This design comes from an exercise in tuning for small area on the open sky130 flow, not from production work.
At most, simulation tests tie the RTL to the original design; equivalence was not proved.
The RTL of runs 4 and 5 was laid out without a check of its function.
Power is estimated from default activity; no workload was simulated. The clock port is modelled as an ideal driver; clocking choices that lean on that would not hold on a real chip.

**design/flow/design.v**
```verilog
package rv_pkg;
	typedef logic [32-1:0] word_t;  
	typedef logic [31:0] instr_t;  
	typedef logic [$clog2(32)-1:0] reg_idx_t;  
	typedef logic [3:0] alu_op_t;  
	typedef struct packed {
		alu_op_t op;  
		word_t a;  
		word_t b;  
		reg_idx_t rd;  
		logic write;  
		logic illegal;  
	} dec_op_t;
	typedef struct packed {
		reg_idx_t rd;  
		word_t value;  
		logic write;  
		logic illegal;  
	} result_t;
endpackage
`timescale 1ns/1ns
module int_core_top (
	input logic clk,
	input logic rst,
	input logic in_valid,
	output logic in_ready,
	input logic [31:0] in_instr,
	output logic res_valid,
	input logic res_ready,
	output logic [4:0] res_rd,
	output logic [31:0] res_value,
	output logic res_write,
	output logic res_illegal
);
	logic [4:0] ph;  
	logic clr;  
	logic in1;  
	logic in2;  
	logic cy;  
	logic lt;  
	logic [4:0] sh;  
	logic res_w;
	logic [6:0] opcode;
	logic [2:0] f3;
	logic [6:0] f7;
	logic [4:0] rd, rs1, rs2;
	logic is_op, is_imm, is_lui, legal, inv_b, is_shift;
	assign opcode = in_instr[6:0];
	assign f3 = in_instr[14:12];
	assign f7 = in_instr[31:25];
	assign rd = in_instr[11:7];
	assign rs1 = in_instr[19:15];
	assign rs2 = in_instr[24:20];
	assign is_op = (opcode == 7'b0110011);
	assign is_imm = (opcode == 7'b0010011);
	assign is_lui = (opcode == 7'b0110111);
	assign is_shift = !is_lui && f3[1:0] == 2'b01;
	always_comb begin
		legal = is_lui;
		if (is_op)
			legal = (f7 == 7'h00) || (f7 == 7'h20 && (f3 == 3'd0 || f3 == 3'd5));
		if (is_imm)
			legal = (f3 == 3'd1) ? (f7 == 7'h00) :
				(f3 == 3'd5) ? (f7 == 7'h00 || f7 == 7'h20) : 1'b1;
	end
	assign inv_b = (is_op && f3 == 3'd0 && f7[5]) || f3 == 3'd2 || f3 == 3'd3;
	logic [31:0] tail;  
	logic [31:0] wsel;  
	logic wbit;
	logic [31:0] ring [1:31];
	assign tail[0] = 1'b0;
	genvar r;
	generate
		for (r = 1; r < 32; r++) begin : g_ring
			assign tail[r] = ring[r][0];
			always_ff @(posedge clk) begin
				ring[r] <= {wsel[r] ? wbit : ring[r][0], ring[r][31:1]};
			end
		end
	endgenerate
	logic a_bit, b_reg, b_bit, imm_bit;
	assign a_bit = tail[rs1] & !clr;
	assign b_reg = tail[rs2] & !clr;
	always_comb begin
		if (is_lui)
			imm_bit = (ph >= 5'd12) ? in_instr[ph] : 1'b0;
		else
			imm_bit = (ph < 5'd12) ? in_instr[5'd20 + ph] : in_instr[31];
	end
	assign b_bit = is_op ? b_reg : imm_bit;
	logic bb, cin, sum, cout;
	assign bb = b_bit ^ inv_b;
	assign cin = (ph == 5'd0) ? inv_b : cy;
	assign sum = a_bit ^ bb ^ cin;
	assign cout = (a_bit & bb) | (a_bit & cin) | (bb & cin);
	logic [5:0] t;  
	logic shl_run;  
	logic [5:0] sidx;
	logic [32:0] sv;
	logic sbit;
	assign t = f3[2] ? {1'b0, sh} : (6'd32 - {1'b0, sh});
	assign shl_run = {1'b0, ph} < t;
	assign sidx = shl_run ? t : {1'b0, ph};
	assign sv = {a_bit, res_value};
	assign sbit = sv[sidx];
	logic rbit;
	always_comb begin
		case (f3)
			3'd0: rbit = sum;
			3'd2, 3'd3: rbit = (ph == 5'd0) & lt;
			3'd4: rbit = a_bit ^ b_bit;
			3'd6: rbit = a_bit | b_bit;
			3'd7: rbit = a_bit & b_bit;
			default: rbit = sbit;
		endcase
		if (is_lui)
			rbit = b_bit;
		if (!legal)
			rbit = 1'b0;
	end
	logic act1, act2, accept;
	assign act1 = ((ph == 5'd0) ? (!in2 && (!res_valid || res_ready)) : in1) && in_valid;
	assign act2 = in2 && in_valid;
	assign accept = act2 && ph == 5'd31;
	assign in_ready = accept;
	logic oin, oen;
	always_comb begin
		if (act1) begin
			oin = a_bit & f3[2];  
			oen = 1'b1;
		end else if (is_shift && legal) begin
			oin = f3[2] ? (f7[5] & res_value[31]) : a_bit;
			oen = act2 && shl_run;
		end else begin
			oin = rbit;
			oen = act2;
		end
	end
	assign wbit = rbit & !clr;
	always_comb begin
		for (int i = 0; i < 32; i++)
			wsel[i] = clr || (act2 && legal && rd == i[4:0]);
	end
	always_ff @(posedge clk) begin
		if (rst) begin
			ph <= 5'd0;
			clr <= 1'b1;
			in1 <= 1'b0;
			in2 <= 1'b0;
			res_valid <= 1'b0;
		end else begin
			ph <= ph + 5'd1;
			if (ph == 5'd31)
				clr <= 1'b0;
			in1 <= act1 && ph != 5'd31;
			if (ph == 5'd31)
				in2 <= act1;
			if (accept)
				res_valid <= 1'b1;
			else if (res_ready)
				res_valid <= 1'b0;
		end
	end
	always_ff @(posedge clk) begin
		cy <= cout;
		if (ph == 5'd31)
			lt <= f3[0] ? !cout : ((a_bit ^ b_bit) ? a_bit : !cout);
		for (int i = 0; i < 5; i++)
			if (ph == i[4:0])
				sh[i] <= b_bit;
		if (oen)
			res_value <= {oin, res_value[31:1]};
		if (accept) begin
			res_rd <= rd;
			res_w <= legal;
		end
	end
	assign res_write = res_w;
	assign res_illegal = !res_w;
endmodule
```
**design/flow/config.mk**
```make
export PLATFORM = sky130hd
export DESIGN_NAME = int_core_top
export DESIGN_NICKNAME = int_core_top
export VERILOG_FILES = /design/flow/design.v
export SDC_FILE = /design/flow/constraint.sdc
export NUM_CORES = 4
export LEC_CHECK = 0
export CAP_MARGIN = 20
export CORE_MARGIN = 2
export CORE_UTILIZATION = 40
export SLEW_MARGIN = 20
```
**design/flow/flow/run.sh**
```bash
#!/bin/bash
# Own layout flow: the standard ORFS flow (standard.sh, unchanged synthesis)
# with two changes: ports are buffered with the smallest buffer, and the clock
# tree is built without dummy loads and with the clock buffers listed here.
set -euo pipefail
export BUFFER_PORTS_ARGS="-buffer_cell sky130_fd_sc_hd__buf_1"
export CTS_ARGS="-sink_clustering_enable -repair_clock_nets -dont_use_dummy_load -buf_list sky130_fd_sc_hd__clkbuf_8"
bash standard.sh > standard.log 2>&1
```
**design/flow/standard.sh**
```bash
#!/bin/bash
# synth_recipe.tcl (not shown) runs the flow's synth.tcl, then flattens the netlist and writes it again
# the make line also repeats each setting of config.mk as NAME=value (left out here)
make -C /OpenROAD-flow-scripts/flow DESIGN_CONFIG=/design/flow/config.mk WORK_HOME=/design/flow/orfs CLKGATE_MAP_FILE= SYNTH_SCRIPT=/design/flow/synth_recipe.tcl "${@:-finish}"
```
**design/flow/constraint.sdc**
```tcl
create_clock -name core_clock -period 6.0 [get_ports {clk}]
set_input_delay 1.2000 -clock core_clock [delete_from_list [all_inputs] [get_ports {clk}]]
set_output_delay 1.2000 -clock core_clock [all_outputs]
set_load 0.01 [all_outputs]
```
==> summary.log, run 1 <==
qor: synth.post-synth-top-area-cell sky130_fd_sc_hd__dfxtp_1
qor: setup_path.cp.required 6.60 ns
qor: setup_path.cp_data_arrival_time 5.63 ns
qor: global_routing.grt_pass1_vias 10900
qor: sta.achievable-frequency 199 MHz
qor: routing.first_iter_violations 440
qor: global_routing.grt_overall_usage 12.0%
qor: cts.post_cts.repair.setup_buffers 0
qor: routing.num_vias 10700
qor: global_routing.global_route.overflow_total 0
qor: placed_design.detailed_place_hpwl 22.6 mm
qor: placed_design.dp_worst_setup_slack 0.288 ns
qor: synth.synth_cells 1442
qor: synth.synth.area.top_cells sky130_fd_sc_hd__dfxtp_1 82%, sky130_fd_sc_hd__edfxtp_1 5.4%, sky130_fd_sc_hd__mux4_2 2.6%
qor: cts.cts_buffer_count 150
qor: cts.clock_insertion_delay_worst_skew 0.75 ns
qor: sta.final-setup-viol-count 0
qor: synth.synth-warning-count 2
qor: finish.design.final.nets 1697
qor: synth.ys_seq_elements 1046
qor: sta.clock_skew 0.0949 ns
qor: routing.routed_wl 36.3 mm
qor: sta.finalCritPeriodShare 83.9%
qor: global_routing.grt_start_max_net_pins 33
qor: min_path.holdCritPathClass flip-flop to flip-flop
qor: cts.clock-root-buffer sky130_fd_sc_hd__clkbuf_8
qor: routing.first_pass_iters 5
qor: finish.syn_to_final_growth 13.2%
qor: synth.ys_dominant_reg_cell sky130_fd_sc_hd__dfxtp_1
qor: setup_path.startpoint_type flip-flop
qor: global_routing.global_route_wire_length_before_repair 58.4 mm
qor: floorplan.die-width 252 µm
qor: cts.tritoncts_num_sinks 1046
qor: cts.clkSlewWorstSetupHoldPaths 0.06 ns
qor: floorplan.num_io_pins 77
qor: floorplan.floorplan.die.height 252 µm
qor: routing.vias_per_cell 4.39
qor: power.power-per-cell-area 421 nW/µm²
qor: sta.worst_slew_pin_slew 0.984 ns
qor: setup_path.critPathKind flip-flop to flip-flop
qor: sta.postLayoutSetupSlackWorst 0.968 ns
qor: global_routing.number_of_antenna_violations_at_the_first_check_in_global_routing 2
qor: sta.unrepaired_setup_endpoints_after_global_routing false
qor: sta.hold_viol 0
qor: placed_design.place.gp.congestion 0.824
qor: finish.finish.utilization 46.0%
qor: sta.final_count_of_pins_violating_max_slew 0
qor: cts.cts_tree yes
qor: sta.setup_tns 0 ns
qor: cts.holdBufCountCts 0
qor: synth.syn_avg_cell_area 17.0 µm²
qor: power.leakage 10.7 nW
qor: floorplan.coreArea 60500 µm²
qor: power.ir_drop 0.000184 V
qor: routing.antenna_violating_nets_left 0
qor: cts.cts_repair_resize_count 0
qor: job.drv.max_cap_violation_count 0
qor: synth.syn_area 24600 µm²
qor: setup_path.cp-end-kind flip-flop
qor: floorplan.dieArea 63400 µm²
qor: sta.relSlewSlack 34.3%
qor: routing.wl_per_cell 14.9 µm
qor: routing.drc_errors 0
qor: status.result_of_the_run complete, no violations
qor: synth.cell_variety_after_synth 82
qor: synth.async_set_or_reset_register_ratio_after_synthesis 0%
qor: synth.synth.yosys.seq_area_share 87.1%
qor: finish.layout-drive-gt1-share 13.5%
qor: floorplan.placement_rows 90
qor: cts.cts_max_path_buffers 3
qor: setup_path.crit_fanout 31
qor: placed_design.port-buffer-count 76
qor: cts.cts_h_tree_lvls 4
qor: synth.post-synth-top-area-fraction 81.7%
qor: sta.timing.final.crit_period 5.03 ns
qor: floorplan.initial_utilization 40.6%
qor: synth.edff_count_synth 44
qor: synth.synth_nets 1494
-- where the power goes --
part / internal [mW] / total [mW] / leakage (nW) / switching [mW]
Sequential: 7.03 / 7.06 / 8.48 / 0.0290
Clock: 2.20 / 4.33 / 1.08 / 2.12
Combinational: 0.122 / 0.311 / 1.11 / 0.189
-- metal layers --
metal	wire length (µm)	track usage [%]	vias to the layer above
li1	-	-	5150
met1	18200	16.6	5116
met2	14900	16.4	319
met3	2370	4.32	69
met4	838	5.88	0
met5	0	0	-
-- synth_stat cells (5+ instances only) --
cell	number
sky130_fd_sc_hd__dfxtp_1	1002
sky130_fd_sc_hd__edfxtp_1	44
sky130_fd_sc_hd__mux4_2	28
sky130_fd_sc_hd__o211ai_1	27
sky130_fd_sc_hd__o21ai_1	27
sky130_fd_sc_hd__or3_1	26
sky130_fd_sc_hd__nor2_1	24
sky130_fd_sc_hd__clkbuf_1	20
sky130_fd_sc_hd__nand2_1	20
sky130_fd_sc_hd__nand3_1	19
sky130_fd_sc_hd__a21oi_1	17
sky130_fd_sc_hd__inv_1	17
sky130_fd_sc_hd__ha_1	15
sky130_fd_sc_hd__mux2i_1	12
sky130_fd_sc_hd__nor2b_1	10
sky130_fd_sc_hd__o21ai_0	8
sky130_fd_sc_hd__mux2_2	7
sky130_fd_sc_hd__xnor2_1	7
sky130_fd_sc_hd__and2_1	6
sky130_fd_sc_hd__buf_2	6
sky130_fd_sc_hd__nand2b_1	6
sky130_fd_sc_hd__a221o_1	5
-- sequential cells by signal (all words and copies together) (netlist names) --
name	cells
lt	1
res_value	32
sh	5
ring	992
res_valid	1
in1	1
ph	5
cy	1
res_w	1
clr	1
res_rd	5
in2	1
-- cell families after synthesis --
kind of cell / synth area share (%)
AO/OA/AOI/OAI: 3.56
XOR/XNOR: 0.285
adder cells (fa/ha/maj): 0.846
buffers and inverters: 0.948
flip-flops: 87.1
multiplexers: 3.74
AND/OR/NAND/NOR: 3.54
-- placed cells by master (no fill, tap or decap), types with 3 or more instances in the layout --
cell,n
sky130_fd_sc_hd__or3_1,26
sky130_fd_sc_hd__xnor2_1,7
sky130_fd_sc_hd__o311ai_0,3
sky130_fd_sc_hd__or4_1,3
sky130_fd_sc_hd__o31ai_1,3
sky130_fd_sc_hd__nand2b_1,6
sky130_fd_sc_hd__mux4_2,28
sky130_fd_sc_hd__a221o_1,5
sky130_fd_sc_hd__mux2_2,7
sky130_fd_sc_hd__a211oi_1,3
sky130_fd_sc_hd__a21oi_1,17
sky130_fd_sc_hd__and3_1,3
sky130_fd_sc_hd__nand3_1,19
sky130_fd_sc_hd__mux2i_1,12
sky130_fd_sc_hd__inv_1,17
sky130_fd_sc_hd__nor2b_1,10
sky130_fd_sc_hd__nand4_1,3
sky130_fd_sc_hd__ha_1,15
sky130_fd_sc_hd__and2_1,6
sky130_fd_sc_hd__buf_1,76
sky130_fd_sc_hd__buf_4,9
sky130_fd_sc_hd__or2_0,3
sky130_fd_sc_hd__clkbuf_8,150
sky130_fd_sc_hd__o21ai_0,8
sky130_fd_sc_hd__o21a_1,3
sky130_fd_sc_hd__dfxtp_1,1002
sky130_fd_sc_hd__edfxtp_1,44
sky130_fd_sc_hd__o21ai_1,27
sky130_fd_sc_hd__o211ai_1,27
sky130_fd_sc_hd__nand2_1,20
sky130_fd_sc_hd__nor2_1,24
-- worst paths after layout --
kind	from	end	slack, ns	cells after the start
hold reg to reg	ring[23][20]	ring[23][19]	0.26	0
hold / removal	ring[23][20]	ring[23][19]	0.26	0
setup reg to reg	ph[0]	ring[3][31]	0.97	14
setup / recovery	ph[0]	ring[3][31]	0.97	14
-- final cells by class --
type,instances,area [µm²]
clock buffer,150,2060
antenna,1,2.50
timing repair buffer,85,353
fill,5262,32700
tap,782,978
multi-input combinational,345,2950
inverter,17,63.8
sequential,1046,21400
-- worst max-delay path: stages (launching register included) --
cell and delay, ns:
sky130_fd_sc_hd__dfxtp_1 0.60, sky130_fd_sc_hd__buf_4 0.30, sky130_fd_sc_hd__mux4_2 0.54, sky130_fd_sc_hd__mux4_2 0.49
sky130_fd_sc_hd__a22oi_2 0.27, sky130_fd_sc_hd__o41ai_1 0.12, sky130_fd_sc_hd__a21oi_1 0.29, sky130_fd_sc_hd__xnor2_1 0.15
sky130_fd_sc_hd__fa_1 0.51, sky130_fd_sc_hd__a21oi_1 0.06, sky130_fd_sc_hd__o221ai_1 0.21, sky130_fd_sc_hd__nand3_1 0.13
sky130_fd_sc_hd__a21o_1 0.49, sky130_fd_sc_hd__or4_1 0.59, sky130_fd_sc_hd__o21ai_1 0.13
-- metrics by stage --
step                      total power, mW  hold WS [ns]  instance area, µm²  std cells
after CTS                            11.9         0.258               27800       2425
after global routing                 12.2         0.256               27800       2425
after detailed placement             7.52         0.312               25700       2275
after floorplan                      7.42         0.310               24600       1442
after global placement               7.52         0.310               25700       2275
final                                11.7         0.261               27800       2426
==> run 2: changes to the inputs <==
--- a/design/flow/flow/run.sh
+++ b/design/flow/flow/run.sh
@@ -6,3 +6,3 @@
 export BUFFER_PORTS_ARGS="-buffer_cell sky130_fd_sc_hd__buf_1"
-export CTS_ARGS="-sink_clustering_enable -repair_clock_nets -dont_use_dummy_load -buf_list sky130_fd_sc_hd__clkbuf_8"
+export CTS_ARGS="-sink_clustering_enable -repair_clock_nets -dont_use_dummy_load -buf_list sky130_fd_sc_hd__clkbuf_16 -sink_clustering_size 30 -sink_clustering_max_diameter 100"
 bash standard.sh > standard.log 2>&1
--- a/design/flow/config.mk
+++ b/design/flow/config.mk
@@ -7,2 +7,3 @@
 export LEC_CHECK = 0
+export ABC_AREA = 1
 export CAP_MARGIN = 20
==> run 2 against run 1 <==
Compared with the run above:
- still clean on timing, DRC and antenna
- hold slack improved by 0.053 ns
- sequential power is essentially flat
- total power decreased by 11%
- combinational power up 2%
- die area rose by 0.97%
- cell area down 3.0%
- critical endpoint is now ring[30][31]
- highest routed layer is now met5
==> summary.log, run 2 <==
qor: status.result_of_the_run complete, no violations [unchanged]
qor: sta.achievable-frequency 214 MHz [was 199 MHz]
qor: setup_path.r2r_setup_slack 1.65 ns [was 0.97 ns]
qor: finish.highest_count_cells_in_the_layout_ignoring_fill_and_taps 1002 x sky130_fd_sc_hd__dfxtp_1, 96 x sky130_fd_sc_hd__nand2_1, 87 x sky130_fd_sc_hd__o21ai_0, 76 x sky130_fd_sc_hd__buf_1, 69 x sky130_fd_sc_hd__nand3_1 [was 1002 x sky130_fd_sc_hd__dfxtp_1, 150 x sky130_fd_sc_hd__clkbuf_8, 76 x sky130_fd_sc_hd__buf_1, 44 x sky130_fd_sc_hd__edfxtp_1, 28 x sky130_fd_sc_hd__mux4_2]
qor: floorplan.dieArea 64000 µm² [was 63400 µm²]
qor: global_routing.number_of_antenna_violations_at_the_first_check_in_global_routing 6 [was 2]
qor: min_path.holdCritPathClass flip-flop to flip-flop [unchanged]
qor: setup_path.startpoint_type input pin [was flip-flop]
qor: min_path.min_delay_path_depth 0 [unchanged]
qor: routing.vias_per_cell 4.33 [was 4.39]
qor: cts.clock-root-buffer sky130_fd_sc_hd__clkbuf_16 [was sky130_fd_sc_hd__clkbuf_8]
qor: synth.async_set_or_reset_register_ratio_after_synthesis 0% [unchanged]
qor: cts.cts_max_path_buffers 3 [unchanged]
qor: sta.final-setup-viol-count 0 [unchanged]
qor: routing.drc_errors 0 [unchanged]
qor: cts.cts_tree yes [unchanged]
qor: global_routing.global_route_wire_length_before_repair 58.0 mm [was 58.4 mm]
qor: global_routing.grt_pass1_vias 10400 [was 10900]
qor: synth.synth.yosys.seq_area_share 86.2% [was 87.1%]
qor: job.drv.max_cap_violation_count 0 [unchanged]
qor: synth.synth-warning-count 2 [unchanged]
qor: finish.finish.utilization 43.8% [was 46.0%]
qor: placed_design.port-buffer-count 76 [unchanged]
qor: routing.antenna_violating_nets_left 0 [unchanged]
qor: power.leakage 10.4 nW [was 10.7 nW]
qor: cts.cts_buffer_count 41 [was 150]
qor: synth.synth.most_common_cell sky130_fd_sc_hd__dfxtp_1 [unchanged]
qor: floorplan.die-width 253 µm [was 252 µm]
qor: routing.routed_wl 36.9 mm [was 36.3 mm]
qor: sta.clock_skew 0.0410 ns [was 0.0949 ns]
qor: sta.setup_tns 0 ns [unchanged]
qor: routing.first_iter_violations 638 [was 440]
qor: sta.worst_hold_slack 0.314 ns [was 0.261 ns]
qor: synth.post-synth-top-area-fraction 80.9% [was 81.7%]
qor: finish.largest_register ring [unchanged]
qor: synth.edff_count_synth 44 [unchanged]
qor: setup_path.cp_data_arrival_time 5.11 ns [was 5.63 ns]
qor: cts.post_cts.repair.setup_buffers 0 [unchanged]
qor: cts.holdBufCountCts 0 [unchanged]
qor: finish.design.final.nets 1778 [was 1697]
qor: synth.synth_top_cells_by_count 1002 x sky130_fd_sc_hd__dfxtp_1, 96 x sky130_fd_sc_hd__nand2_1, 87 x sky130_fd_sc_hd__o21ai_0, 69 x sky130_fd_sc_hd__nand3_1, 68 x sky130_fd_sc_hd__nor2_1 [was 1002 x sky130_fd_sc_hd__dfxtp_1, 44 x sky130_fd_sc_hd__edfxtp_1, 28 x sky130_fd_sc_hd__mux4_2, 27 x sky130_fd_sc_hd__o211ai_1, 27 x sky130_fd_sc_hd__o21ai_1]
qor: placed_design.detailed_place_hpwl 23.9 mm [was 22.6 mm]
qor: routing.wl_per_cell 14.7 µm [was 14.9 µm]
qor: global_routing.grt_overall_usage 11.6% [was 12.0%]
qor: sta.final_count_of_pins_violating_max_slew 0 [unchanged]
qor: setup_path.critPathKind input pin to flip-flop [was flip-flop to flip-flop]
qor: sta.unrepaired_setup_endpoints_after_global_routing false [unchanged]
qor: finish.number_of_flip_flops_under_the_largest_register_name 992 [unchanged]
qor: synth.syn_area 24800 µm² [was 24600 µm²]
qor: power.ir_drop 0.000165 V [was 0.000184 V]
qor: finish.reg.largest.list ring: 992 flops, res_value: 32 flops [unchanged]
qor: routing.num_vias 10900 [was 10700]
qor: sta.hold_viol 0 [unchanged]
qor: cts.clock_insertion_delay_worst_skew 0.59 ns [was 0.75 ns]
qor: setup_path.cp-end-kind flip-flop [unchanged]
qor: setup_path.length_in_cells_of_the_worst_reg_to_reg_path 19 [was 14]
qor: finish.syn_to_final_growth 8.70% [was 13.2%]
qor: sta.finalCritPeriodShare 77.9% [was 83.9%]
qor: cts.clkSlewWorstSetupHoldPaths 0.10 ns [was 0.06 ns]
qor: finish.layout-drive-gt1-share 6.15% [was 13.5%]
qor: synth.ys_seq_elements 1046 [unchanged]
qor: min_path.launch_instance_of_the_worst_min_delay_path ring[28][28] [was ring[23][20]]
qor: floorplan.num_io_pins 77 [unchanged]
qor: floorplan.coreArea 61500 µm² [was 60500 µm²]
qor: sta.timing.final.crit_period 4.67 ns [was 5.03 ns]
qor: synth.synth.area.top_cells sky130_fd_sc_hd__dfxtp_1 81%, sky130_fd_sc_hd__edfxtp_1 5.3%, sky130_fd_sc_hd__a21oi_4 2.0% [was sky130_fd_sc_hd__dfxtp_1 82%, sky130_fd_sc_hd__edfxtp_1 5.4%, sky130_fd_sc_hd__mux4_2 2.6%]
qor: global_routing.global_route.overflow_total 0 [unchanged]
qor: routing.first_pass_iters 5 [unchanged]
qor: synth.ys_dominant_reg_cell sky130_fd_sc_hd__dfxtp_1 [unchanged]
qor: min_path.endpoint_worst_hold ring[28][27] [was ring[23][19]]
qor: synth.cell_variety_after_synth 45 [was 82]
qor: cts.tritoncts_num_sinks 1046 [unchanged]
qor: synth.synth_cells 1631 [was 1442]
qor: floorplan.floorplan.die.height 253 µm [was 252 µm]
qor: setup_path.rr_endpoint ring[30][31] [was ring[3][31]]
qor: sta.worst_slew_pin_slew 0.933 ns [was 0.984 ns]
qor: synth.synth_nets 1683 [was 1494]
qor: synth.syn_avg_cell_area 15.2 µm² [was 17.0 µm²]
qor: power.power-per-cell-area 387 nW/µm² [was 421 nW/µm²]
qor: placed_design.place.gp.congestion 0.854 [was 0.824]
qor: floorplan.placement_rows 91 [was 90]
qor: cts.cts_h_tree_lvls 2 [was 4]
qor: floorplan.initial_utilization 40.3% [was 40.6%]
qor: synth.post-synth-top-area-cell sky130_fd_sc_hd__dfxtp_1 [unchanged]
qor: setup_path.crit_fanout 18 [was 31]
qor: setup_path.reg_to_reg_critical_path_startpoint ph[1] [was ph[0]]
qor: sta.relSlewSlack 37.7% [was 34.3%]
qor: setup_path.cp.required 6.44 ns [was 6.60 ns]
qor: power.finalPower 10.4 mW [was 11.7 mW]
qor: cts.cts_repair_resize_count 0 [unchanged]
qor: finish.most_common_cell_after_layout_fill_and_taps_aside sky130_fd_sc_hd__dfxtp_1 [unchanged]
qor: global_routing.grt_start_max_net_pins 35 [was 33]
[run 2: where the power goes]
part           leakage [nW]  switching, mW  internal [mW]
logic                  1.42          0.215          0.103
registers              8.48         0.0265           7.02
clock network         0.505           1.84           1.24
[run 2: per-stage QoR]
| stage | instance area (µm²) | instances | setup slack, ns |
|---|---|---|---|
| after floorplan | 24800 | 1631 | 2.12 |
| after global placement | 25900 | 2473 | 0.855 |
| after detailed placement | 25900 | 2473 | 0.757 |
| after CTS | 26900 | 2514 | 1.36 |
| after global routing | 26900 | 2514 | 0.942 |
| final | 27000 | 2517 | 1.33 |
[run 2: worst max-delay path, cell delays in order]
cell                       delay, ns
sky130_fd_sc_hd__buf_1          0.43
sky130_fd_sc_hd__clkinv_1       0.56
sky130_fd_sc_hd__o21ai_0        0.30
sky130_fd_sc_hd__o22ai_1        0.09
sky130_fd_sc_hd__o211ai_1       0.22
sky130_fd_sc_hd__nand3_1        0.13
sky130_fd_sc_hd__nand4_1        0.10
sky130_fd_sc_hd__nand2_1        0.10
sky130_fd_sc_hd__a21oi_2        0.23
sky130_fd_sc_hd__xor2_1         0.22
sky130_fd_sc_hd__fa_1           0.44
sky130_fd_sc_hd__nand2_1        0.08
sky130_fd_sc_hd__nand4_1        0.09
sky130_fd_sc_hd__nand2_1        0.09
sky130_fd_sc_hd__nand2_2        0.06
sky130_fd_sc_hd__nand2_4        0.37
sky130_fd_sc_hd__buf_12         0.29
sky130_fd_sc_hd__a21oi_4        0.07
[run 2: worst max-delay path by stage]
stage                  from             to  slack [ns]  cells after the start
3_5_place_dp   in_instr[20]   ring[28][31]        0.76                     18
6_report       in_instr[20]   ring[30][31]        1.33                     18
4_1_cts        in_instr[20]   ring[28][31]        1.36                     18
3_3_place_gp   in_instr[20]    ring[1][31]        0.85                     18
2_1_floorplan  in_instr[14]  res_value[31]        2.12                     25
5_1_grt        in_instr[20]   ring[30][31]        0.94                     18
[run 2: cells by family (layout without fill, tap and decap cells)]
group	Yosys count	after routing	share of synthesized area (%)
adders and majority gates	16	16	0.838
muxes	1	1	0.0404
buffers and inverters	98	191	1.91
DFF	1046	1046	86.2
AOI/OAI and AO/OA	186	186	5.59
and+or+nand+nor	280	280	5.25
other	0	3	0
xor gates and xnor gates	4	4	0.141
[run 2: layout make-up]
type                            instances  area [µm²]
Clock buffer                           41        1030
Timing Repair Buffer                   81         335
Inverter                               69         274
Sequential cell                      1046       21400
Fill cell                            5518       34500
Multi-Input combinational cell        487        2940
Tap cell                              790         988
Antenna cell                            3        7.51
[run 2: per-layer routing]
| metal | GRT usage [%] | vias up | part of all wire, % |
|---|---|---|---|
| li1 | - | 5406 | - |
| met1 | 16.8 | 5234 | 51 |
| met2 | 17.2 | 198 | 41 |
| met3 | 2.38 | 64 | 5.0 |
| met4 | 3.72 | 4 | 2.3 |
| met5 | 0 | - | 0.076 |
==> run 3: changes to the inputs <==
--- a/design/flow/flow/run.sh
+++ b/design/flow/flow/run.sh
@@ -6,3 +6,3 @@
 export BUFFER_PORTS_ARGS="-buffer_cell sky130_fd_sc_hd__buf_1"
-export CTS_ARGS="-sink_clustering_enable -repair_clock_nets -dont_use_dummy_load -buf_list sky130_fd_sc_hd__clkbuf_16 -sink_clustering_size 30 -sink_clustering_max_diameter 100"
+export CTS_ARGS="-sink_clustering_enable -repair_clock_nets -dont_use_dummy_load -buf_list sky130_fd_sc_hd__clkbuf_16 -sink_clustering_size 35 -sink_clustering_max_diameter 80"
 bash standard.sh > standard.log 2>&1
--- a/design/flow/config.mk
+++ b/design/flow/config.mk
@@ -7,3 +7,2 @@
 export LEC_CHECK = 0
-export ABC_AREA = 1
 export CAP_MARGIN = 20
==> run 3 against run 2 <==
Compared with the run above:
- cell count down 8.0%
- sequential power about the same
- setup slack worse by 0.42 ns
- combinational power down 2%
- hold slack worse by 0.059 ns
- largest cell class unchanged
- critical path type unchanged
==> summary.log, run 3 <==
qor: routing.first_pass_iters 5 [unchanged]
qor: power.leakage 10.1 nW [was 10.4 nW]
qor: cts.clock-root-buffer sky130_fd_sc_hd__clkbuf_16 [unchanged]
qor: routing.vias_per_cell 4.33 [about the same]
qor: routing.num_vias 10000 [was 10900]
qor: routing.first_iter_violations 615 [was 638]
qor: cts.cts_tree yes [unchanged]
qor: cts.holdBufCountCts 0 [unchanged]
qor: routing.antenna_violating_nets_left 0 [unchanged]
qor: synth.async_set_or_reset_register_ratio_after_synthesis 0% [unchanged]
qor: synth.syn_area 24600 µm² [was 24800 µm²]
qor: global_routing.global_route.overflow_total 0 [unchanged]
qor: sta.hold_viol 0 [unchanged]
qor: sta.timing.final.crit_period 5.10 ns [was 4.67 ns]
qor: power.finalPower 10.3 mW [was 10.4 mW]
qor: synth.ys_seq_elements 1046 [unchanged]
qor: cts.cts_buffer_count 38 [was 41]
qor: global_routing.number_of_antenna_violations_at_the_first_check_in_global_routing 1 [was 6]
qor: sta.setup_tns 0 ns [unchanged]
qor: floorplan.coreArea 60500 µm² [was 61500 µm²]
qor: setup_path.cp_data_arrival_time 5.55 ns [was 5.11 ns]
qor: synth.synth_nets 1494 [was 1683]
qor: synth.post-synth-top-area-cell sky130_fd_sc_hd__dfxtp_1 [unchanged]
qor: synth.syn_avg_cell_area 17.0 µm² [was 15.2 µm²]
qor: finish.design.final.nets 1585 [was 1778]
qor: setup_path.cp.required 6.46 ns [was 6.44 ns]
qor: finish.largest_register ring [unchanged]
qor: synth.synth-warning-count 2 [unchanged]
qor: routing.routed_wl 34.5 mm [was 36.9 mm]
qor: finish.number_of_flip_flops_under_the_largest_register_name 992 [unchanged]
qor: floorplan.num_io_pins 77 [unchanged]
qor: status.result_of_the_run complete, no violations [unchanged]
qor: cts.clock_insertion_delay_worst_skew 0.61 ns [was 0.59 ns]
qor: global_routing.grt_start_max_net_pins 36 [was 35]
qor: synth.edff_count_synth 44 [unchanged]
qor: sta.relSlewSlack 36.0% [was 37.7%]
qor: job.drv.max_cap_violation_count 0 [unchanged]
qor: sta.unrepaired_setup_endpoints_after_global_routing false [unchanged]
qor: synth.post-synth-top-area-fraction 81.7% [was 80.9%]
qor: cts.clkSlewWorstSetupHoldPaths 0.11 ns [was 0.10 ns]
qor: cts.cts_repair_resize_count 0 [unchanged]
qor: floorplan.initial_utilization 40.6% [was 40.3%]
qor: global_routing.grt_pass1_vias 9838 [was 10400]
qor: cts.cts_max_path_buffers 3 [unchanged]
qor: synth.synth.most_common_cell sky130_fd_sc_hd__dfxtp_1 [unchanged]
qor: power.power-per-cell-area 387 nW/µm² [about the same]
qor: sta.finalCritPeriodShare 84.9% [was 77.9%]
qor: finish.finish.utilization 44.1% [was 43.8%]
qor: global_routing.global_route_wire_length_before_repair 54.7 mm [was 58.0 mm]
qor: finish.highest_count_cells_in_the_layout_ignoring_fill_and_taps 1002 x sky130_fd_sc_hd__dfxtp_1, 76 x sky130_fd_sc_hd__buf_1, 44 x sky130_fd_sc_hd__edfxtp_1, 38 x sky130_fd_sc_hd__clkbuf_16, 28 x sky130_fd_sc_hd__mux4_2 [was 1002 x sky130_fd_sc_hd__dfxtp_1, 96 x sky130_fd_sc_hd__nand2_1, 87 x sky130_fd_sc_hd__o21ai_0, 76 x sky130_fd_sc_hd__buf_1, 69 x sky130_fd_sc_hd__nand3_1]
qor: sta.final_count_of_pins_violating_max_slew 0 [unchanged]
qor: setup_path.critPathKind input pin to flip-flop [unchanged]
qor: synth.synth_cells 1442 [was 1631]
qor: sta.achievable-frequency 196 MHz [was 214 MHz]
qor: floorplan.placement_rows 90 [was 91]
qor: placed_design.port-buffer-count 76 [unchanged]
qor: placed_design.dp_worst_setup_slack 0.288 ns [was 0.757 ns]
qor: sta.worst_slew_pin_slew 0.958 ns [was 0.933 ns]
qor: finish.syn_to_final_growth 8.67% [was 8.70%]
qor: cts.cts_h_tree_lvls 2 [unchanged]
qor: cts.tritoncts_num_sinks 1046 [unchanged]
qor: synth.synth_top_cells_by_count 1002 x sky130_fd_sc_hd__dfxtp_1, 44 x sky130_fd_sc_hd__edfxtp_1, 28 x sky130_fd_sc_hd__mux4_2, 27 x sky130_fd_sc_hd__o211ai_1, 27 x sky130_fd_sc_hd__o21ai_1 [was 1002 x sky130_fd_sc_hd__dfxtp_1, 96 x sky130_fd_sc_hd__nand2_1, 87 x sky130_fd_sc_hd__o21ai_0, 69 x sky130_fd_sc_hd__nand3_1, 68 x sky130_fd_sc_hd__nor2_1]
qor: setup_path.startpoint_type input pin [unchanged]
qor: cts.post_cts.repair.setup_buffers 0 [unchanged]
qor: floorplan.die-width 252 µm [was 253 µm]
qor: synth.synth.area.top_cells sky130_fd_sc_hd__dfxtp_1 82%, sky130_fd_sc_hd__edfxtp_1 5.4%, sky130_fd_sc_hd__mux4_2 2.6% [was sky130_fd_sc_hd__dfxtp_1 81%, sky130_fd_sc_hd__edfxtp_1 5.3%, sky130_fd_sc_hd__a21oi_4 2.0%]
qor: sta.final-setup-viol-count 0 [unchanged]
qor: routing.wl_per_cell 14.9 µm [was 14.7 µm]
qor: routing.drc_errors 0 [unchanged]
qor: placed_design.detailed_place_hpwl 22.6 mm [was 23.9 mm]
qor: setup_path.cp-end-kind flip-flop [unchanged]
qor: min_path.holdCritPathClass flip-flop to flip-flop [unchanged]
qor: synth.ys_dominant_reg_cell sky130_fd_sc_hd__dfxtp_1 [unchanged]
qor: placed_design.place.gp.congestion 0.824 [was 0.854]
qor: global_routing.grt_overall_usage 11.0% [was 11.6%]
qor: synth.synth.yosys.seq_area_share 87.1% [was 86.2%]
qor: setup_path.crit_fanout 31 [was 18]
qor: floorplan.floorplan.die.height 252 µm [was 253 µm]
qor: finish.reg.largest.list ring: 992 flops, res_value: 32 flops [unchanged]
qor: power.ir_drop 0.000201 V [was 0.000165 V]
qor: finish.layout-drive-gt1-share 7.12% [was 6.15%]
qor: floorplan.dieArea 63400 µm² [was 64000 µm²]
qor: sta.postLayoutSetupSlackWorst 0.904 ns [was 1.33 ns]
qor: finish.most_common_cell_after_layout_fill_and_taps_aside sky130_fd_sc_hd__dfxtp_1 [unchanged]
qor: synth.cell_variety_after_synth 82 [was 45]
qor: sta.clock_skew 0.0890 ns [was 0.0410 ns]
run 3: cell count changes after synthesis, moves of 11 or more:
cell / previous run / this run
sky130_fd_sc_hd__or3_1: 0 / 26
sky130_fd_sc_hd__nand2_1: 96 / 20
sky130_fd_sc_hd__o21ai_1: 5 / 27
sky130_fd_sc_hd__nor3_1: 21 / 1
sky130_fd_sc_hd__o211ai_1: 8 / 27
sky130_fd_sc_hd__a21oi_4: 30 / 1
sky130_fd_sc_hd__nor2_1: 68 / 24
sky130_fd_sc_hd__mux4_2: 0 / 28
sky130_fd_sc_hd__mux2i_1: 1 / 12
sky130_fd_sc_hd__o21ai_0: 87 / 8
sky130_fd_sc_hd__nand3_1: 69 / 19
sky130_fd_sc_hd__inv_1: 61 / 17
run 3: per-stage QoR:
stage | instance area, µm² | hold WS [ns] | std cells
2_1_floorplan | 24600 | 0.310 | 1442
3_3_place_gp | 25700 | 0.310 | 2275
3_5_place_dp | 25700 | 0.312 | 2275
4_1_cts | 26700 | 0.250 | 2313
5_1_grt | 26700 | 0.257 | 2313
6_report | 26700 | 0.255 | 2315
run 3: layout make-up:
type                    instances  area [µm²]
fillers                      5302       33800
flip-flops and latches       1046       21400
well taps                     782         978
repair buffers                 85         353
clock buffers                  38         951
multi-input cells             345        2950
diodes                          2        5.00
inverters                      17        63.8
run 3: cells by family (layout without fill, tap and decap cells):
logic type / after synthesis / in the layout / share of synthesized area, %
multiplexers: 52 / 52 / 3.74
other: 0 / 2 / 0
buffers and inverters: 51 / 140 / 0.948
adder cells (fa/ha/maj): 16 / 16 / 0.846
XOR/XNOR: 8 / 8 / 0.285
flip-flops: 1046 / 1046 / 87.1
AO/OA/AOI/OAI: 124 / 124 / 3.56
AND/OR/NAND/NOR: 145 / 145 / 3.54
run 3: worst max-delay path, cell delays in order:
cell and delay, ns:
sky130_fd_sc_hd__buf_1 0.48, sky130_fd_sc_hd__mux4_2 0.57, sky130_fd_sc_hd__mux4_2 0.49, sky130_fd_sc_hd__a21oi_1 0.19, sky130_fd_sc_hd__o41ai_1 0.08, sky130_fd_sc_hd__a21oi_1 0.30, sky130_fd_sc_hd__xnor2_1 0.15, sky130_fd_sc_hd__fa_1 0.51
sky130_fd_sc_hd__a21oi_1 0.06, sky130_fd_sc_hd__o221ai_1 0.21, sky130_fd_sc_hd__nand3_1 0.13, sky130_fd_sc_hd__a21o_1 0.48, sky130_fd_sc_hd__or3_2 0.58, sky130_fd_sc_hd__o21ai_2 0.11
run 3: where the power goes:
group | switching [mW] | total [mW] | internal [mW]
Combinational | 0.188 | 0.311 | 0.122
Sequential | 0.0289 | 7.05 | 7.02
Clock | 1.81 | 2.96 | 1.15
run 3: final timing paths:
path / from / end / slack (ns) / depth (start not counted)
setup / recovery: in_instr[20] / ring[9][31] / 0.90 / 14
setup reg to reg: ph[0] / ring[9][31] / 0.95 / 14
hold reg to reg: ring[26][16] / ring[26][15] / 0.26 / 0
hold / removal: ring[26][16] / ring[26][15] / 0.26 / 0
run 3: per-layer routing:
metal	vias up	wire length (µm)	global-route usage, %
li1	4932	-	-
met1	4831	18000	16.4
met2	207	13900	15.9
met3	56	1750	2.41
met4	0	821	3.40
met5	-	0	0
==> run 4: changes to the inputs <==
--- a/design/flow/design.v
+++ b/design/flow/design.v
@@ -95,11 +95,11 @@
 	assign cout = (a_bit & bb) | (a_bit & cin) | (bb & cin);
-	logic [5:0] t;  
+	logic [5:0] psum;
 	logic shl_run;  
-	logic [5:0] sidx;
-	logic [32:0] sv;
+	logic [4:0] sidx;
+	logic [31:0] sv;
 	logic sbit;
-	assign t = f3[2] ? {1'b0, sh} : (6'd32 - {1'b0, sh});
-	assign shl_run = {1'b0, ph} < t;
-	assign sidx = shl_run ? t : {1'b0, ph};
-	assign sv = {a_bit, res_value};
+	assign psum = {1'b0, ph} + {1'b0, sh};
+	assign shl_run = f3[2] ? (ph < sh) : !psum[5];
+	assign sidx = !shl_run ? ph : f3[2] ? sh : (5'd0 - sh);
+	assign sv = {res_value[31:1], a_bit};
 	assign sbit = sv[sidx];
==> run 4 against run 3 <==
Compared with the run above:
- still clean
- register-to-register slack better by 0.14 ns
- routed wire length is 1.0% higher
- hold slack better by 0.0078 ns
- first-iteration DRC count is 9.1% lower
- largest cell class unchanged
==> summary.log, run 4 <==
qor: routing.drc_errors 0 [unchanged]
qor: setup_path.cp.required 6.44 ns [was 6.46 ns]
qor: cts.holdBufCountCts 0 [unchanged]
qor: sta.relSlewSlack 39.0% [was 36.0%]
qor: power.p_sw 2.03 mW [about the same]
qor: synth.synth_cells 1428 [was 1442]
qor: synth.syn_area 24500 µm² [was 24600 µm²]
qor: routing.vias_per_cell 4.30 [was 4.33]
qor: placed_design.place.gp.congestion 0.815 [was 0.824]
qor: finish.number_of_flip_flops_under_the_largest_register_name 992 [unchanged]
qor: setup_path.cp_data_arrival_time 5.41 ns [was 5.55 ns]
qor: synth.async_set_or_reset_register_ratio_after_synthesis 0% [unchanged]
qor: sta.finalCritPeriodShare 82.8% [was 84.9%]
qor: synth.ys_seq_elements 1046 [unchanged]
qor: setup_path.cp-end-kind flip-flop [unchanged]
qor: setup_path.worst-path-buf-inv 2 [was 1]
qor: cts.clock_insertion_delay_worst_skew 0.61 ns [about the same]
qor: cts.cts_tree yes [unchanged]
qor: cts.clkSlewWorstSetupHoldPaths 0.11 ns [about the same]
qor: finish.layout-drive-gt1-share 7.66% [was 7.12%]
qor: global_routing.number_of_antenna_violations_at_the_first_check_in_global_routing 2 [was 1]
qor: power.leakage 10.1 nW [about the same]
qor: global_routing.grt_overall_usage 11.0% [about the same]
qor: placed_design.detailed_place_hpwl 22.8 mm [was 22.6 mm]
qor: setup_path.critical_path.most_common_cell sky130_fd_sc_hd__a21oi_1 [unchanged]
qor: sta.worst_slew_pin_slew 0.913 ns [was 0.958 ns]
qor: cts.clock-root-buffer sky130_fd_sc_hd__clkbuf_16 [unchanged]
qor: synth.synth_nets 1484 [was 1494]
qor: finish.post-route-cell-area 26700 µm² [about the same]
qor: placed_design.dp_worst_setup_slack 0.404 ns [was 0.288 ns]
qor: global_routing.grt_start_max_net_pins 36 [unchanged]
qor: routing.wl_per_cell 15.1 µm [was 14.9 µm]
qor: setup_path.critical_path.slowest_cell sky130_fd_sc_hd__mux4_2 [was sky130_fd_sc_hd__or3_2]
qor: routing.first_pass_iters 5 [unchanged]
qor: synth.synth_top_cells_by_count 1002 x sky130_fd_sc_hd__dfxtp_1, 44 x sky130_fd_sc_hd__edfxtp_1, 34 x sky130_fd_sc_hd__nand3b_1, 31 x sky130_fd_sc_hd__nand2_1, 28 x sky130_fd_sc_hd__mux4_2 [was 1002 x sky130_fd_sc_hd__dfxtp_1, 44 x sky130_fd_sc_hd__edfxtp_1, 28 x sky130_fd_sc_hd__mux4_2, 27 x sky130_fd_sc_hd__o211ai_1, 27 x sky130_fd_sc_hd__o21ai_1]
qor: synth.ys_dominant_reg_cell sky130_fd_sc_hd__dfxtp_1 [unchanged]
qor: sta.unrepaired_setup_endpoints_after_global_routing false [unchanged]
qor: power.finalPower 10.4 mW [was 10.3 mW]
qor: finish.layoutNonFillerInstCount 2310 [was 2315]
qor: finish.reg.largest.list ring: 992 flops, res_value: 32 flops [unchanged]
qor: placed_design.port-buffer-count 76 [unchanged]
qor: finish.diodes 0 [was 2]
qor: power.switching_share 19.6% [was 19.7%]
qor: power.internal_power 8.33 mW [was 8.29 mW]
qor: sta.timing.final.crit_period 4.97 ns [was 5.10 ns]
qor: synth.synth.area.top_cells sky130_fd_sc_hd__dfxtp_1 82%, sky130_fd_sc_hd__edfxtp_1 5.4%, sky130_fd_sc_hd__mux4_2 2.6% [unchanged]
qor: power.power.share.clock 29.5% [was 28.7%]
qor: placed_design.place.detailed.instances 2270 [was 2275]
qor: finish.finish.utilization 44.1% [about the same]
qor: routing.num_vias 9929 [was 10000]
qor: placed_design.detailed_place.area 25700 µm² [about the same]
qor: sta.achievable-frequency 201 MHz [was 196 MHz]
qor: synth.cell_variety_after_synth 60 [was 82]
qor: setup_path.reg_to_reg_critical_path_startpoint ph[0] [unchanged]
qor: synth.syn_avg_cell_area 17.1 µm² [was 17.0 µm²]
qor: setup_path.rr_endpoint ring[31][31] [was ring[9][31]]
qor: routing.routed_wl 34.8 mm [was 34.5 mm]
qor: job.drv.max_cap_violation_count 0 [unchanged]
qor: sta.hold_viol 0 [unchanged]
qor: cts.cts_repair_resize_count 0 [unchanged]
qor: sta.setup_tns 0 ns [unchanged]
qor: power.comb_power_share 2.4% [was 3.0%]
qor: global_routing.grt_pass1_vias 9642 [was 9838]
qor: floorplan.die-width 251 µm [was 252 µm]
qor: synth.synth-warning-count 2 [unchanged]
qor: cts.tritoncts_num_sinks 1046 [unchanged]
qor: global_routing.global_route_wire_length_before_repair 54.0 mm [was 54.7 mm]
qor: sta.postLayoutSetupSlackWorst 1.03 ns [was 0.904 ns]
qor: setup_path.startpoint_type input pin [unchanged]
qor: routing.antenna_violating_nets_left 0 [unchanged]
qor: finish.most_common_cell_after_layout_fill_and_taps_aside sky130_fd_sc_hd__dfxtp_1 [unchanged]
qor: min_path.launch_instance_of_the_worst_min_delay_path ring[25][26] [was ring[26][16]]
qor: floorplan.coreArea 60500 µm² [unchanged]
qor: floorplan.initial_utilization 40.5% [was 40.6%]
qor: setup_path.timing.critical_path.cells buf_1, mux4_2, mux4_2, mux2i_1, nor3_1, a211oi_1, xnor2_1, fa_1, a21oi_1, o22ai_1, a21oi_1, a21oi_1, o21ai_0, nor2_1, nand4_2, buf_12, o21ai_0 [was buf_1, mux4_2, mux4_2, a21oi_1, o41ai_1, a21oi_1, xnor2_1, fa_1, a21oi_1, o221ai_1, nand3_1, a21o_1, or3_2, o21ai_2]
qor: power.sequentialPowerShare 68.1% [was 68.3%]
qor: power.power-per-cell-area 388 nW/µm² [was 387 nW/µm²]
qor: min_path.holdCritPathClass flip-flop to flip-flop [unchanged]
qor: floorplan.placement_rows 90 [unchanged]
qor: power.ir_drop 0.000198 V [was 0.000201 V]
qor: finish.largest_register ring [unchanged]
qor: floorplan.dieArea 63200 µm² [was 63400 µm²]
qor: cts.cts_buffer_count 40 [was 38]
qor: synth.post-synth-top-area-cell sky130_fd_sc_hd__dfxtp_1 [unchanged]
qor: sta.final_count_of_pins_violating_max_slew 0 [unchanged]
qor: sta.clock_skew 0.0680 ns [was 0.0890 ns]
qor: finish.design.final.nets 1586 [was 1585]
qor: setup_path.crit_fanout 31 [unchanged]
qor: sta.final-setup-viol-count 0 [unchanged]
qor: setup_path.r2r_setup_slack 1.09 ns [was 0.95 ns]
qor: setup_path.critical-path-max-stage-delay 0.58 ns [about the same]
qor: synth.edff_count_synth 44 [unchanged]
qor: floorplan.num_io_pins 77 [unchanged]
qor: status.result_of_the_run complete, no violations [unchanged]
qor: synth.post-synth-top-area-fraction 82.0% [was 81.7%]
qor: global_routing.global_route.overflow_total 0 [unchanged]
qor: routing.first_iter_violations 559 [was 615]
qor: cts.cts_max_path_buffers 3 [unchanged]
qor: finish.highest_count_cells_in_the_layout_ignoring_fill_and_taps 1002 x sky130_fd_sc_hd__dfxtp_1, 76 x sky130_fd_sc_hd__buf_1, 44 x sky130_fd_sc_hd__edfxtp_1, 40 x sky130_fd_sc_hd__clkbuf_16, 34 x sky130_fd_sc_hd__nand3b_1 [was 1002 x sky130_fd_sc_hd__dfxtp_1, 76 x sky130_fd_sc_hd__buf_1, 44 x sky130_fd_sc_hd__edfxtp_1, 38 x sky130_fd_sc_hd__clkbuf_16, 28 x sky130_fd_sc_hd__mux4_2]
qor: cts.cts_h_tree_lvls 2 [unchanged]
qor: sta.worst_hold_slack 0.263 ns [was 0.255 ns]
qor: setup_path.critPathKind input pin to flip-flop [unchanged]
qor: min_path.endpoint_worst_hold ring[25][25] [was ring[26][15]]
qor: synth.synth.most_common_cell sky130_fd_sc_hd__dfxtp_1 [unchanged]
qor: cts.post_cts.repair.setup_buffers 0 [unchanged]
qor: floorplan.floorplan.die.height 251 µm [was 252 µm]
qor: finish.syn_to_final_growth 9.04% [was 8.67%]
qor: min_path.min_delay_path_depth 0 [unchanged]
qor: setup_path.worst_path_dominant_cell_family compound AO/OA/AOI/OAI gates [unchanged]
qor: synth.synth.yosys.seq_area_share 87.4% [was 87.1%]
qor: setup_path.length_in_cells_of_the_worst_reg_to_reg_path 16 [was 14]
[run 4: cell types whose count changed in the layout (fill, tap and decap cells not counted), sizes merged, moves of 4 or more]
cell,before,now
a221o,5,1
nand3b,1,34
or2,5,0
nor3,2,6
nand2b,6,11
a21oi,18,12
or3,28,0
nand2,20,31
ha,15,19
mux2i,14,22
o211ai,27,4
[run 4: worst max path at each step]
stage,startpoint,to,slack [ns],cells after the start
floorplan,in_instr[20],ring[23][31],1.04,17
global placement,in_instr[20],ring[31][31],0.47,17
detailed placement,in_instr[20],ring[31][31],0.40,17
CTS,ph[0],ring[31][31],0.97,16
global route,ph[0],ring[31][31],0.63,16
finish,in_instr[20],ring[31][31],1.03,17
[run 4: routing by layer]
metal	GRT usage, %	vias to the layer above	wire length [µm]
li1	-	4871	-
met1	16.0	4814	17800
met2	16.2	184	14400
met3	2.36	58	1610
met4	4.06	2	969
met5	0	-	13
[run 4: final cells by class]
type	instances	area, µm²
Multi-Input combinational cell	337	2880
Inverter	19	71.3
Timing Repair Buffer	86	373
Fill cell	5254	33800
Tap cell	782	978
Clock buffer	40	1000
Sequential cell	1046	21400
[run 4: kinds of logic after synthesis]
family	after synthesis	share of synthesized area, %
AOI/OAI and AO/OA	93	2.95
xor gates and xnor gates	7	0.251
adders and majority gates	20	1.05
buffers and inverters	45	0.864
DFF	1046	87.4
muxes	56	3.78
and+or+nand+nor	161	3.74
[run 4: worst register-to-register path, stage by stage (launching register included)]
cell	delay, ns
sky130_fd_sc_hd__dfxtp_1	0.94
sky130_fd_sc_hd__mux4_2	0.67
sky130_fd_sc_hd__mux4_2	0.49
sky130_fd_sc_hd__mux2i_1	0.14
sky130_fd_sc_hd__a211oi_1	0.10
sky130_fd_sc_hd__a211oi_1	0.47
sky130_fd_sc_hd__xnor2_1	0.21
sky130_fd_sc_hd__fa_1	0.44
sky130_fd_sc_hd__a21oi_1	0.15
sky130_fd_sc_hd__o22ai_1	0.09
sky130_fd_sc_hd__a21oi_1	0.14
sky130_fd_sc_hd__a21oi_1	0.05
sky130_fd_sc_hd__o21ai_0	0.27
sky130_fd_sc_hd__nor2_1	0.10
sky130_fd_sc_hd__nand4_2	0.14
sky130_fd_sc_hd__buf_12	0.23
sky130_fd_sc_hd__o21ai_0	0.13
[run 4: power by group through the flow]
stage | combinational (mW) | clock [mW] | sequential [mW]
floorplan | 0.174 | 0 | 7.20
CTS | 0.254 | 3.18 | 7.05
global route | 0.275 | 3.40 | 7.06
finish | 0.252 | 3.05 | 7.05
detailed placement | 0.253 | 0 | 7.21
global placement | 0.249 | 0 | 7.21
==> run 5: changes to the inputs <==
==> design/flow/flow/run.sh (replaced) <==
#!/bin/bash
# Own layout flow: the standard ORFS flow (standard.sh, unchanged synthesis)
# with two changes: ports are buffered with the smallest buffer, and the clock
# tree is built without dummy loads, with the clock buffers and clustering
# given here.
set -euo pipefail
export BUFFER_PORTS_ARGS="-buffer_cell sky130_fd_sc_hd__buf_1"
export CTS_ARGS="-sink_clustering_enable -repair_clock_nets -dont_use_dummy_load -buf_list sky130_fd_sc_hd__clkbuf_8 -sink_clustering_size 20 -sink_clustering_max_diameter 60"
bash standard.sh > standard.log 2>&1
==> run 5 against run 4 <==
Compared with the run above:
- total power down 3.3%
- count of clock-buffer cells in the layout up 20
- setup slack improved by 0.051 ns
- still clean
- critical path depth down 1
- critical endpoint is now ring[8][31]
- synthesized area unchanged
- critical path type is now flip-flop to flip-flop
- combinational power about the same
- first-iteration DRC count fell by 1.4%
- hold slack worse by 0.0078 ns
- fmax rose by 1.0%
==> summary.log, run 5 <==
qor: status.result_of_the_run complete, no violations [unchanged]
qor: finish.number_of_flip_flops_under_the_largest_register_name 992 [unchanged]
qor: finish.reg.largest.list ring: 992 flops, res_value: 32 flops [unchanged]
qor: finish.largest_register ring [unchanged]
qor: min_path.launch_instance_of_the_worst_min_delay_path ring[17][10] [was ring[25][26]]
qor: cts.tritoncts_num_sinks 1046 [unchanged]
qor: global_routing.grt_start_max_net_pins 36 [unchanged]
qor: power.leakage 10.1 nW [about the same]
qor: setup_path.cp_data_arrival_time 5.48 ns [was 5.41 ns]
qor: sta.worst_slew_pin_slew 0.927 ns [was 0.913 ns]
qor: synth.synth.most_common_cell sky130_fd_sc_hd__dfxtp_1 [unchanged]
qor: cts.cts_buffer_count 60 [was 40]
qor: setup_path.length_in_cells_of_the_worst_reg_to_reg_path 16 [unchanged]
qor: placed_design.port-buffer-count 76 [unchanged]
qor: finish.design.final.nets 1606 [was 1586]
qor: sta.hold_viol 0 [unchanged]
qor: placed_design.place.gp.congestion 0.815 [unchanged]
qor: floorplan.initial_utilization 40.5% [unchanged]
qor: sta.worst_hold_slack 0.255 ns [was 0.263 ns]
qor: setup_path.startpoint_type flip-flop [was input pin]
qor: routing.first_pass_iters 4 [was 5]
qor: floorplan.die-width 251 µm [unchanged]
qor: global_routing.global_route.overflow_total 0 [unchanged]
qor: finish.n_fill_cell 5303 [was 5254]
qor: routing.drc_errors 0 [unchanged]
qor: sta.clock_skew 0.0788 ns [was 0.0680 ns]
qor: routing.antenna_violating_nets_left 0 [unchanged]
qor: sta.final-setup-viol-count 0 [unchanged]
qor: setup_path.reg_to_reg_critical_path_startpoint ph[0] [unchanged]
qor: finish.layoutNonFillerInstCount 2330 [was 2310]
qor: synth.synth.area.top_cells sky130_fd_sc_hd__dfxtp_1 82%, sky130_fd_sc_hd__edfxtp_1 5.4%, sky130_fd_sc_hd__mux4_2 2.6% [unchanged]
qor: finish.highest_count_cells_in_the_layout_ignoring_fill_and_taps 1002 x sky130_fd_sc_hd__dfxtp_1, 76 x sky130_fd_sc_hd__buf_1, 60 x sky130_fd_sc_hd__clkbuf_8, 44 x sky130_fd_sc_hd__edfxtp_1, 34 x sky130_fd_sc_hd__nand3b_1 [was 1002 x sky130_fd_sc_hd__dfxtp_1, 76 x sky130_fd_sc_hd__buf_1, 44 x sky130_fd_sc_hd__edfxtp_1, 40 x sky130_fd_sc_hd__clkbuf_16, 34 x sky130_fd_sc_hd__nand3b_1]
qor: global_routing.number_of_antenna_violations_at_the_first_check_in_global_routing 2 [unchanged]
qor: finish.diodes 0 [unchanged]
qor: cts.cts_max_path_buffers 3 [unchanged]
qor: synth.syn_avg_cell_area 17.1 µm² [unchanged]
qor: setup_path.cp-end-kind flip-flop [unchanged]
qor: synth.synth.yosys.seq_area_share 87.4% [unchanged]
qor: global_routing.global_route_wire_length_before_repair 54.8 mm [was 54.0 mm]
qor: placed_design.detailed_place_hpwl 22.8 mm [unchanged]
qor: sta.achievable-frequency 203 MHz [was 201 MHz]
qor: synth.synth_cells 1428 [unchanged]
qor: finish.multiInputGateArea 2880 µm² [unchanged]
qor: setup_path.r2r_setup_slack 1.08 ns [was 1.09 ns]
qor: cts.clock-root-buffer sky130_fd_sc_hd__clkbuf_8 [was sky130_fd_sc_hd__clkbuf_16]
qor: min_path.endpoint_worst_hold ring[17][9] [was ring[25][25]]
qor: floorplan.placement_rows 90 [unchanged]
qor: setup_path.rr_endpoint ring[8][31] [was ring[31][31]]
qor: placed_design.dp_worst_setup_slack 0.404 ns [unchanged]
qor: synth.synth_nets 1484 [unchanged]
qor: cts.cts_h_tree_lvls 2 [unchanged]
qor: min_path.min_delay_path_depth 0 [unchanged]
qor: synth.edff_count_synth 44 [unchanged]
qor: synth.ys_seq_elements 1046 [unchanged]
qor: sta.timing.final.crit_period 4.92 ns [was 4.97 ns]
qor: sta.final_count_of_pins_violating_max_slew 0 [unchanged]
qor: setup_path.crit_fanout 31 [unchanged]
qor: routing.routed_wl 34.9 mm [was 34.8 mm]
qor: finish.syn_to_final_growth 8.32% [was 9.04%]
qor: sta.unrepaired_setup_endpoints_after_global_routing false [unchanged]
qor: min_path.holdCritPathClass flip-flop to flip-flop [unchanged]
qor: routing.num_vias 9999 [was 9929]
qor: synth.async_set_or_reset_register_ratio_after_synthesis 0% [unchanged]
qor: power.ir_drop 0.000175 V [was 0.000198 V]
qor: global_routing.grt_pass1_vias 9937 [was 9642]
qor: global_routing.grt_overall_usage 11.2% [was 11.0%]
qor: floorplan.num_io_pins 77 [unchanged]
qor: synth.post-synth-top-area-cell sky130_fd_sc_hd__dfxtp_1 [unchanged]
qor: finish.layout-drive-gt1-share 8.85% [was 7.66%]
qor: placed_design.place.detailed.instances 2270 [unchanged]
qor: floorplan.floorplan.die.height 251 µm [unchanged]
qor: cts.cts_tree yes [unchanged]
qor: sta.setup_tns 0 ns [unchanged]
qor: sta.relSlewSlack 38.1% [was 39.0%]
qor: cts.cts_repair_resize_count 0 [unchanged]
qor: synth.post-synth-top-area-fraction 82.0% [unchanged]
qor: sta.postLayoutSetupSlackWorst 1.08 ns [was 1.03 ns]
qor: floorplan.dieArea 63200 µm² [unchanged]
qor: job.drv.max_cap_violation_count 0 [unchanged]
qor: setup_path.critPathKind flip-flop to flip-flop [was input pin to flip-flop]
qor: routing.wl_per_cell 15.0 µm [was 15.1 µm]
qor: finish.most_common_cell_after_layout_fill_and_taps_aside sky130_fd_sc_hd__dfxtp_1 [unchanged]
qor: synth.cell_variety_after_synth 60 [unchanged]
qor: routing.first_iter_violations 551 [was 559]
qor: synth.synth_top_cells_by_count 1002 x sky130_fd_sc_hd__dfxtp_1, 44 x sky130_fd_sc_hd__edfxtp_1, 34 x sky130_fd_sc_hd__nand3b_1, 31 x sky130_fd_sc_hd__nand2_1, 28 x sky130_fd_sc_hd__mux4_2 [unchanged]
qor: cts.clkSlewWorstSetupHoldPaths 0.11 ns [about the same]
qor: synth.syn_area 24500 µm² [unchanged]
qor: synth.synth-warning-count 2 [unchanged]
qor: routing.vias_per_cell 4.29 [was 4.30]
qor: cts.post_cts.repair.setup_buffers 0 [unchanged]
qor: cts.holdBufCountCts 0 [unchanged]
qor: synth.ys_dominant_reg_cell sky130_fd_sc_hd__dfxtp_1 [unchanged]
qor: finish.seqCellArea 21400 µm² [unchanged]
qor: floorplan.coreArea 60500 µm² [unchanged]
qor: sta.finalCritPeriodShare 81.9% [was 82.8%]
qor: power.power-per-cell-area 378 nW/µm² [was 388 nW/µm²]
qor: cts.clock_insertion_delay_worst_skew 0.69 ns [was 0.61 ns]
qor: setup_path.cp.required 6.57 ns [was 6.44 ns]
## run 5: cell counts after synthesis
Identical to the previous run, type by type.
## run 5: through the flow
stage	power, mW	util [%]	instance area, µm²
6_report	10.0	43.8	26500
3_3_place_gp	7.46	42.5	25700
3_5_place_dp	7.46	42.5	25700
4_1_cts	10.2	43.8	26500
2_1_floorplan	7.37	-	24500
5_1_grt	10.4	43.8	26500
## run 5: layout make-up
type | instances | area share, %
clock buffer | 60 | 3.11
timing repair buffer | 86 | 1.41
multi-input combinational | 337 | 10.9
tap | 782 | 3.69
inverter | 19 | 0.269
sequential | 1046 | 80.6
## run 5: power by group
group | internal (mW) | total (mW) | leakage, nW | switching (mW)
Combinational | 0.104 | 0.252 | 1.17 | 0.148
Clock | 0.898 | 2.72 | 0.431 | 1.82
Sequential | 7.02 | 7.05 | 8.48 | 0.0311
## run 5: worst max path at each step
stage	start	end	slack, ns	cells after the start
after floorplan	in_instr[20]	ring[23][31]	1.04	17
after global placement	in_instr[20]	ring[31][31]	0.47	17
after detailed placement	in_instr[20]	ring[31][31]	0.40	17
after CTS	ph[0]	ring[26][31]	1.0	16
after global routing	ph[0]	ring[31][31]	0.67	16
final	ph[0]	ring[8][31]	1.08	16
## run 5: cell families (layout without fill, tap and decap cells)
logic type	count (synthesis)	in the layout	share of synthesized area (%)
buf+inv	45	165	0.864
mux	56	56	3.78
fa+ha+maj	20	20	1.05
compound gates	93	93	2.95
flops	1046	1046	87.4
xor+xnor	7	7	0.251
simple gates	161	161	3.74
## run 5: critical path: stages, from the launching register on
cell and delay, ns:
sky130_fd_sc_hd__dfxtp_1 0.95, sky130_fd_sc_hd__mux4_2 0.66, sky130_fd_sc_hd__mux4_2 0.49, sky130_fd_sc_hd__mux2i_1 0.14, sky130_fd_sc_hd__a211oi_1 0.10, sky130_fd_sc_hd__a211oi_1 0.47
sky130_fd_sc_hd__xnor2_1 0.21, sky130_fd_sc_hd__fa_1 0.44, sky130_fd_sc_hd__a21oi_1 0.15, sky130_fd_sc_hd__o22ai_1 0.09, sky130_fd_sc_hd__a21oi_1 0.14, sky130_fd_sc_hd__a21oi_1 0.05
sky130_fd_sc_hd__o21ai_0 0.27, sky130_fd_sc_hd__nor2_1 0.10, sky130_fd_sc_hd__nand4_2 0.15, sky130_fd_sc_hd__buf_12 0.24, sky130_fd_sc_hd__mux2i_1 0.11
## run 5: metal layers
| layer | track usage, % | part of all wire [%] |
|---|---|---|
| met3 | 2.52 | 5.6 |
| met4 | 4.39 | 2.9 |
| met5 | 0 | 0.049 |
| met2 | 16.5 | 41 |
| met1 | 16.0 | 50 |

[what the ideal ports hide]
The flow's constraints put no driver on any port. The routed layouts listed below were extracted and timed again, unchanged, in two steps. Step 1 (the two cells are an assumption about what drives the block):
set clk [get_ports {clk}]
set_driving_cell -lib_cell sky130_fd_sc_hd__clkbuf_16 $clk
set_driving_cell -lib_cell sky130_fd_sc_hd__buf_2 [delete_from_list [all_inputs] $clk]
Step 2 moves the port delays by t, midway between the first and last clock arrival at a register: inputs arrive t later, outputs are due t later. That takes back most of the time a late clock gives input paths. Slacks: no drivers / after step 1 / after step 2; pairs: no drivers / after step 1.
| run | t (ns) | slack for setup (ns) | hold WS [ns] | worst register clock-pin slew, ns |
|---|---|---|---|---|
| run 1 | 0.751 | 0.968 / 0.968 / 0.248 | 0.261 / 0.261 / 0.261 | 0.06 / 0.06 |
| run 2 | 0.627 | 1.327 / 1.296 / 0.670 | 0.314 / 0.314 / 0.314 | 0.11 / 0.11 |
| run 3 | 0.617 | 0.904 / 0.906 / 0.288 | 0.255 / 0.255 / 0.255 | 0.12 / 0.12 |
| run 4 | 0.615 | 1.033 / 1.036 / 0.421 | 0.263 / 0.263 / 0.263 | 0.12 / 0.12 |
| run 5 | 0.698 | 1.084 / 1.084 / 0.451 | 0.255 / 0.255 / 0.255 | 0.11 / 0.11 |
After both steps every run listed still meets setup and hold. For run 1, which loses most, drivers alone change the setup slack by 0.000 ns; drivers and shift together by -0.720 ns.
